Source: an optimization exercise on an open RTL-to-GDS flow (aim: small area). Production flows keep margins and buffers that such runs may drop.
The RTL was checked by simulation tests, not by an equivalence proof against the original design.
No activity file was given, so power comes from the tool's default toggle rates.

==> raven <==
==> flow/design.v <==
package cache_cmd_pkg;
  localparam logic [3:0] CMD_READ      = 4'd0;
  localparam logic [3:0] CMD_WRITE     = 4'd1;
  localparam logic [3:0] CMD_INVAL     = 4'd3;   
  localparam logic [3:0] CMD_SNOOP_RFO = 4'd4;   
  localparam logic [3:0] CMD_CLEAR     = 4'd8;
  localparam int REQ_BITS = 4 + 32;
endpackage
package cache_line_pkg;
  localparam logic [1:0] MODIFIED  = 2'd0;
  localparam logic [1:0] EXCLUSIVE = 2'd1;
  localparam logic [1:0] SHARED    = 2'd2;
  localparam logic [1:0] INVALID   = 2'd3;
  localparam int EV_RD    = 4;
  localparam int EV_WR    = 3;
  localparam int EV_HIT   = 2;
  localparam int EV_MISS  = 1;
  localparam int EV_WBACK = 0;
endpackage
module cache_top (
  input  logic        Clock,
  input  logic        reset,
  input  logic        psel,
  input  logic        penable,
  input  logic        pwrite,
  input  logic [7:0]  paddr,
  input  logic [31:0] pwdata,
  output logic [31:0] prdata,
  output logic        pready,
  output logic        pslverr
);
  localparam logic [1:0] MODIFIED  = cache_line_pkg::MODIFIED;
  localparam logic [1:0] EXCLUSIVE = cache_line_pkg::EXCLUSIVE;
  localparam logic [1:0] SHARED    = cache_line_pkg::SHARED;
  localparam logic [1:0] INVALID   = cache_line_pkg::INVALID;
  logic [31:0]           addr_q;
  logic [5:0]            tidx;     
  logic                  swp;      
  logic [3:0]            ph;       
  logic [2:0]            cpos;     
  logic                  cclr;     
  logic                  hit_a;    
  logic [1:0]            cw;       
  logic [1:0]            cs;       
  logic [63:0][23:0]     ring;     
  logic [4:0][15:0]      cring;
  logic       access;
  logic [3:0] cmd;
  logic       c_rd, c_wr, c_inv, c_snp, c_clr, c_rw, cmd_ok;
  logic       a_addr, a_cmd, a_probe, a_cnt;
  logic [2:0] cnt_idx;
  logic [3:0] aset;
  logic [21:0] atag;
  assign access  = psel && penable;
  assign cmd     = pwdata[3:0];
  assign c_rd    = (cmd == cache_cmd_pkg::CMD_READ);
  assign c_wr    = (cmd == cache_cmd_pkg::CMD_WRITE);
  assign c_inv   = (cmd == cache_cmd_pkg::CMD_INVAL);
  assign c_snp   = (cmd == cache_cmd_pkg::CMD_SNOOP_RFO);
  assign c_clr   = (cmd == cache_cmd_pkg::CMD_CLEAR);
  assign c_rw    = c_rd || c_wr;
  assign cmd_ok  = c_rw || c_inv || c_snp || c_clr;
  assign a_addr  = (paddr == 8'h00);
  assign a_cmd   = (paddr == 8'h04);
  assign a_probe = (paddr == 8'h08);
  assign a_cnt   = (paddr == 8'h10) || (paddr == 8'h14) || (paddr == 8'h18) ||
                   (paddr == 8'h1C) || (paddr == 8'h20);
  assign cnt_idx = paddr[5] ? 3'd4 : {1'b0, paddr[3:2]};
  assign aset    = addr_q[9:6];
  assign atag    = addr_q[31:10];
  logic start, scan, first, apply, win;
  logic scan_req;
  assign scan_req = access && (pwrite ? (a_cmd && (c_rw || c_inv || c_snp)) : a_probe);
  assign start    = (ph == 4'd0) && scan_req && (tidx == {aset, 2'b00});
  assign first    = (ph == 4'd0);
  assign scan     = start || (ph != 4'd0 && ph < 4'd4);
  assign apply    = pwrite && (ph[3:2] == 2'b01);    
  assign win      = pwrite && (ph[3] || ph[2]);      
  always_ff @(posedge Clock or posedge reset)
  begin
    if (reset)
      ph <= '0;
    else if (start)
      ph <= 4'd1;
    else if (ph != 4'd0)
    begin
      if (ph == 4'd8 || (ph == 4'd4 && !pwrite))
        ph <= '0;
      else
        ph <= ph + 1'b1;
    end
  end
  always_ff @(posedge Clock or posedge reset)
  begin
    if (reset)
    begin
      tidx <= 6'd4;
      swp  <= 1'b1;
    end
    else
    begin
      tidx <= tidx + 1'b1;
      if (tidx == 6'd3)    
        swp <= access && pwrite && a_cmd && c_clr;
    end
  end
  logic [21:0] ttag;
  logic [1:0]  tw, tst;
  logic        stale_t;
  logic        match, h;
  assign tw      = tidx[1:0];
  assign stale_t = swp && (tidx[5:2] != 4'd0);
  assign ttag    = ring[59][23:2];
  assign tst     = stale_t ? INVALID : ring[59][1:0];
  assign match   = (tst != INVALID) && (ttag == atag);
  assign h       = !first && hit_a;
  always_ff @(posedge Clock)
  begin
    if (scan)
    begin
      if (first || match || (!h && tst == INVALID))
      begin
        cw <= tw;
        cs <= tst;
      end
      hit_a  <= h || match;
    end
  end
  logic [21:0] ftag, gtag, ntag;
  logic [1:0]  fw, fst, gst, nst;
  logic        touch;
  assign fw     = tidx[1:0];
  assign ftag   = ring[63][23:2];
  assign fst    = swp ? INVALID : ring[63][1:0];
  assign gtag   = ring[62][23:2];
  assign gst    = swp ? INVALID : ring[62][1:0];
  assign touch  = c_rw || hit_a;
  always_comb
  begin
    ntag = ftag;
    nst  = fst;
    if (apply && touch && fw >= cw)
    begin
      if (fw != 2'd3)
      begin
        ntag = gtag;
        nst  = gst;
      end
      else
      begin
        ntag = atag;
        if (c_wr)
          nst = MODIFIED;
        else if (c_rd)
          nst = !hit_a ? EXCLUSIVE : (cs == EXCLUSIVE) ? SHARED : cs;
        else
          nst = INVALID;
      end
    end
  end
  always_ff @(posedge Clock)
    ring <= {ring[62:0], {ntag, nst}};
  logic [15:0] head, cnew;
  logic        ev, inc;
  assign head = cring[4];
  always_comb
  begin
    case (cpos)
      3'd0:    ev = c_rd;
      3'd1:    ev = c_wr;
      3'd2:    ev = c_rw && hit_a;
      3'd3:    ev = c_rw && !hit_a;
      default: ev = (cs == MODIFIED) && (c_rw ? !hit_a : (c_inv && hit_a));
    endcase
  end
  assign inc  = win && ev && (head != 16'hFFFF);
  assign cnew = cclr ? 16'd0 : head + {15'd0, inc};
  always_ff @(posedge Clock)
    cring <= {cring[3:0], cnew};
  always_ff @(posedge Clock or posedge reset)
  begin
    if (reset)
    begin
      cpos <= '0;
      cclr <= 1'b1;
    end
    else
    begin
      cpos <= (cpos == 3'd4) ? 3'd0 : cpos + 1'b1;
      if (cpos == 3'd4)
        cclr <= 1'b0;
    end
  end
  always_ff @(posedge Clock or posedge reset)
  begin
    if (reset)
      addr_q <= '0;
    else if (access && pwrite && a_addr)
      addr_q <= pwdata;
  end
  always_comb
  begin
    pready  = 1'b1;
    pslverr = 1'b0;
    if (pwrite)
    begin
      if (a_cmd && cmd_ok)
        pready = c_clr ? (tidx == 6'd3) : (ph == 4'd8);
      else if (!a_addr)
        pslverr = 1'b1;
    end
    else
    begin
      if (a_probe)
        pready = (ph == 4'd4);
      else if (a_cnt)
        pready = (cpos == cnt_idx) && !cclr;
      else if (!a_addr)
        pslverr = 1'b1;
    end
  end
  always_comb
  begin
    if (!paddr[3] && !paddr[4] && !paddr[5])
      prdata = addr_q;
    else if (paddr[3] && !paddr[4])
      prdata = {30'd0, hit_a ? cs : INVALID};
    else
      prdata = {16'd0, head};
  end
endmodule
==> flow/flow/run.sh <==
#!/bin/bash
# Standard layout with custom CTS arguments and small port buffers.
set -euo pipefail
export CTS_ARGS="-sink_clustering_enable -repair_clock_nets -dont_use_dummy_load -sink_clustering_size 24 -sink_clustering_max_diameter 40 -buf_list {sky130_fd_sc_hd__clkbuf_8}"
export BUFFER_PORTS_ARGS="-buffer_cell sky130_fd_sc_hd__buf_1"
bash standard.sh > standard.log 2>&1
==> flow/standard.sh <==
#!/bin/bash
# synth_recipe.tcl (not shown) runs the flow's synth.tcl, then flattens the netlist and writes it again
# the make line also repeats each setting of config.mk as NAME=value (left out here)
make -C /OpenROAD-flow-scripts/flow DESIGN_CONFIG=/design/flow/config.mk WORK_HOME=/design/flow/orfs CLKGATE_MAP_FILE= SYNTH_SCRIPT=/design/flow/synth_recipe.tcl "${@:-finish}"
==> flow/config.mk <==
export PLATFORM = sky130hd
export DESIGN_NAME = cache_top
export DESIGN_NICKNAME = cache_top
export VERILOG_FILES = /design/flow/design.v
export SDC_FILE = /design/flow/constraint.sdc
export NUM_CORES = 4
export LEC_CHECK = 0
export CAP_MARGIN = 20
export CORE_MARGIN = 2
export CORE_UTILIZATION = 55
export PLACE_DENSITY = 0.7
export SLEW_MARGIN = 20
==> flow/constraint.sdc <==
create_clock -name core_clock -period 9.0 [get_ports {Clock}]
set_input_delay 1.8000 -clock core_clock [delete_from_list [all_inputs] [get_ports {Clock}]]
set_output_delay 1.8000 -clock core_clock [all_outputs]
set_load 0.01 [all_outputs]
==> violet (differences from raven) <==
==> flow/design.v, changed modules only <==
module cache_top (
  input  logic        Clock,
  input  logic        reset,
  input  logic        psel,
  input  logic        penable,
  input  logic        pwrite,
  input  logic [7:0]  paddr,
  input  logic [31:0] pwdata,
  output logic [31:0] prdata,
  output logic        pready,
  output logic        pslverr
);
  localparam logic [1:0] MODIFIED  = cache_line_pkg::MODIFIED;
  localparam logic [1:0] EXCLUSIVE = cache_line_pkg::EXCLUSIVE;
  localparam logic [1:0] SHARED    = cache_line_pkg::SHARED;
  localparam logic [1:0] INVALID   = cache_line_pkg::INVALID;
  logic [31:0]           addr_q;
  logic [5:0]            tidx;     
  logic                  swp;      
  logic [3:0]            ph;       
  logic [2:0]            cpos;     
  logic                  cclr;     
  logic                  hit_a;    
  logic                  free_a;
  logic [1:0]            cw;       
  logic [1:0]            cs;       
  logic [1:0]            vw;       
  logic                  wbf;      
  logic [63:0][23:0]     ring;     
  logic [15:0][5:0]      lru;
  logic [4:0][15:0]      cring;
  logic       access;
  logic [3:0] cmd;
  logic       c_rd, c_wr, c_inv, c_snp, c_clr, c_rw, cmd_ok;
  logic       a_addr, a_cmd, a_probe, a_cnt;
  logic [2:0] cnt_idx;
  logic [3:0] aset;
  logic [21:0] atag;
  assign access  = psel && penable;
  assign cmd     = pwdata[3:0];
  assign c_rd    = (cmd == cache_cmd_pkg::CMD_READ);
  assign c_wr    = (cmd == cache_cmd_pkg::CMD_WRITE);
  assign c_inv   = (cmd == cache_cmd_pkg::CMD_INVAL);
  assign c_snp   = (cmd == cache_cmd_pkg::CMD_SNOOP_RFO);
  assign c_clr   = (cmd == cache_cmd_pkg::CMD_CLEAR);
  assign c_rw    = c_rd || c_wr;
  assign cmd_ok  = c_rw || c_inv || c_snp || c_clr;
  assign a_addr  = (paddr == 8'h00);
  assign a_cmd   = (paddr == 8'h04);
  assign a_probe = (paddr == 8'h08);
  assign a_cnt   = (paddr == 8'h10) || (paddr == 8'h14) || (paddr == 8'h18) ||
                   (paddr == 8'h1C) || (paddr == 8'h20);
  assign cnt_idx = paddr[5] ? 3'd4 : {1'b0, paddr[3:2]};
  assign aset    = addr_q[9:6];
  assign atag    = addr_q[31:10];
  logic start, scan, first, apply, win;
  logic scan_req;
  assign scan_req = access && (pwrite ? (a_cmd && (c_rw || c_inv || c_snp)) : a_probe);
  assign start    = (ph == 4'd0) && scan_req && (tidx == {aset, 2'b00});
  assign first    = (ph == 4'd0);
  assign scan     = start || (ph != 4'd0 && ph < 4'd4);
  assign apply    = pwrite && (ph[3:2] == 2'b01);    
  assign win      = ph[3];                           
  always_ff @(posedge Clock or posedge reset)
  begin
    if (reset)
      ph <= '0;
    else if (start)
      ph <= 4'd1;
    else if (ph != 4'd0)
    begin
      if (ph == 4'd12 || (ph == 4'd4 && !pwrite))
        ph <= '0;
      else
        ph <= ph + 1'b1;
    end
  end
  always_ff @(posedge Clock or posedge reset)
  begin
    if (reset)
    begin
      tidx <= 6'd4;
      swp  <= 1'b1;
    end
    else
    begin
      tidx <= tidx + 1'b1;
      if (tidx == 6'd3)    
        swp <= access && pwrite && a_cmd && c_clr;
    end
  end
  logic [21:0] ttag;
  logic [1:0]  tw, tst;
  logic        stale_t;
  logic        match, h, fr;
  logic [5:0]  tl;
  logic [1:0]  tv;
  assign tw      = tidx[1:0];
  assign stale_t = swp && (tidx[5:2] != 4'd0);
  assign ttag    = ring[59][23:2];
  assign tst     = stale_t ? INVALID : ring[59][1:0];
  assign match   = (tst != INVALID) && (ttag == atag);
  assign h       = !first && hit_a;
  assign fr      = !first && free_a;
  assign tl = lru[11];
  always_comb
  begin
    if (stale_t || (tl[5] && tl[4] && tl[3]))
      tv = 2'd0;
    else if (tl[2] && tl[1])
      tv = 2'd1;
    else if (tl[0])
      tv = 2'd2;
    else
      tv = 2'd3;
  end
  always_ff @(posedge Clock)
  begin
    if (scan)
    begin
      if (match || (!h && !fr && tst == INVALID))
        cw <= tw;
      if (match)
        cs <= tst;
      hit_a  <= h || match;
      free_a <= fr || (tst == INVALID);
      if (tw == aset[3:2])
        vw <= tv;
    end
  end
  logic [21:0] ftag, ntag;
  logic [1:0]  fw, fst, nst, cway;
  logic [3:0]  fset;
  logic        chosen, touch;
  logic [5:0]  fl, nl;
  assign fw     = tidx[1:0];
  assign fset   = tidx[5:2] - 1'b1;
  assign ftag   = ring[63][23:2];
  assign fst    = swp ? INVALID : ring[63][1:0];
  assign cway   = (hit_a || free_a) ? cw : vw;
  assign chosen = (fw == cway);
  assign touch  = c_rw || hit_a;
  always_comb
  begin
    ntag = ftag;
    nst  = fst;
    if (apply && touch && chosen)
    begin
      if (c_rw)
        ntag = atag;
      if (c_wr)
        nst = MODIFIED;
      else if (c_rd)
        nst = !hit_a ? EXCLUSIVE : (fst == EXCLUSIVE) ? SHARED : fst;
      else
        nst = INVALID;
    end
  end
  always_ff @(posedge Clock)
  begin
    ring <= {ring[62:0], {ntag, nst}};
    if (apply && chosen)
      wbf <= (fst == MODIFIED) && (c_rw ? !hit_a : (c_inv && hit_a));
  end
  logic lmatch;
  assign lmatch = (fw == fset[3:2]);
  assign fl     = (lmatch && swp) ? 6'b111111 : lru[15];
  always_comb
  begin
    nl = fl;
    if (apply && touch && lmatch)
    begin
      case (cway)
        2'd0: nl = {3'b000, fl[2:0]};
        2'd1: nl = {1'b1, fl[4:3], 2'b00, fl[0]};
        2'd2: nl = {fl[5], 1'b1, fl[3], 1'b1, fl[1], 1'b0};
        default: nl = {fl[5:4], 1'b1, fl[2], 2'b11};
      endcase
    end
  end
  always_ff @(posedge Clock)
    lru <= {lru[14:0], nl};
  logic [15:0] head, cnew;
  logic        ev, inc;
  assign head = cring[4];
  always_comb
  begin
    case (cpos)
      3'd0:    ev = c_rd;
      3'd1:    ev = c_wr;
      3'd2:    ev = c_rw && hit_a;
      3'd3:    ev = c_rw && !hit_a;
      default: ev = wbf;
    endcase
  end
  assign inc  = win && ev && (head != 16'hFFFF);
  assign cnew = cclr ? 16'd0 : head + {15'd0, inc};
  always_ff @(posedge Clock)
    cring <= {cring[3:0], cnew};
  always_ff @(posedge Clock or posedge reset)
  begin
    if (reset)
    begin
      cpos <= '0;
      cclr <= 1'b1;
    end
    else
    begin
      cpos <= (cpos == 3'd4) ? 3'd0 : cpos + 1'b1;
      if (cpos == 3'd4)
        cclr <= 1'b0;
    end
  end
  always_ff @(posedge Clock or posedge reset)
  begin
    if (reset)
      addr_q <= '0;
    else if (access && pwrite && a_addr)
      addr_q <= pwdata;
  end
  always_comb
  begin
    pready  = 1'b1;
    pslverr = 1'b0;
    if (pwrite)
    begin
      if (a_cmd && cmd_ok)
        pready = c_clr ? (tidx == 6'd3) : (ph == 4'd12);
      else if (!a_addr)
        pslverr = 1'b1;
    end
    else
    begin
      if (a_probe)
        pready = (ph == 4'd4);
      else if (a_cnt)
        pready = (cpos == cnt_idx) && !cclr;
      else if (!a_addr)
        pslverr = 1'b1;
    end
  end
  always_comb
  begin
    if (!paddr[3] && !paddr[4] && !paddr[5])
      prdata = addr_q;
    else if (paddr[3] && !paddr[4])
      prdata = {30'd0, hit_a ? cs : INVALID};
    else
      prdata = {16'd0, head};
  end
endmodule
==> flow/run.sh (new file) <==
#!/bin/bash
# synth_recipe.tcl (not shown) runs the flow's synth.tcl, then flattens the netlist and writes it again
# the make line also repeats each setting of config.mk as NAME=value (left out here)
make -C /OpenROAD-flow-scripts/flow DESIGN_CONFIG=/design/flow/config.mk WORK_HOME=/design/flow/orfs CLKGATE_MAP_FILE= SYNTH_SCRIPT=/design/flow/synth_recipe.tcl finish
--- a/flow/config.mk
+++ b/flow/config.mk
@@ -8,5 +8,6 @@
 export CAP_MARGIN = 20
 export CORE_MARGIN = 2
-export CORE_UTILIZATION = 55
-export PLACE_DENSITY = 0.7
+export CORE_UTILIZATION = 40
+export CTS_BUF_LIST = sky130_fd_sc_hd__clkbuf_4 sky130_fd_sc_hd__clkbuf_8
+export CTS_CLUSTER_SIZE = 30
 export SLEW_MARGIN = 20
removed: flow/flow/run.sh
removed: flow/standard.sh
==> qor summary <==
item	raven	violet
Outcome	finished clean	finished clean
Endpoint of the worst-slack reg-to-reg timing path	cw[0]$_DFFE_PP_	vw[0]$_SDFFCE_PP0P_
HPWL Detailed	25,000 µm	28,500 µm
WP depth	7	5
Sequential cell count of the final layout	1,668	1,768
Pre-CTS worst setup slack	3800 ps	2600 ps
R2r startpoint	addr_q[19]$_DFFE_PP0P_	ph[0]$_DFFE_PP0P_
Met2 wire length	17,800 µm	21,000 µm
PnR Total Power	11.8 mW	14.5 mW
Via count of the first global-routing pass	13,900	16,300
Net switching power figure	2.33 mW	2.90 mW
Xor and xnor area share after synthesis	1.11%	1.04%
Internal reg-to-reg setup slack	5910 ps	5730 ps
Cell Area, Placed	37,700 µm²	40,900 µm²
Clock Skew	71.0 ps	60.6 ps
Per-cell routed wire length	14.6 µm	13.4 µm
Cell count after placement	2,974	3,484

-- separate check: timing with driven ports --
The flow's constraints put no driver on any port. The routed layouts listed below were extracted and timed again, unchanged, in two steps. Step 1 assumes that a clkbuf_16 drives the clock port and a buf_2 every other input. Step 2 moves the port delays by t, midway between the first and last clock arrival at a register: inputs arrive t later, outputs are due t later. That takes back most of the time a late clock gives input paths. Three values: no drivers, after step 1, after step 2; two values: the first two.
run	shift t [ns]	setup WS [ns]	slew at the worst register clock pin (ns)
raven	0.780	3.808 / 3.787 / 3.787	0.12 / 0.12
violet	0.882	2.732 / 2.696 / 2.696	0.07 / 0.07
After both steps setup and hold are still met in every run listed. For violet, which loses most, drivers alone change the setup slack by -0.036 ns; drivers and shift together by -0.036 ns.
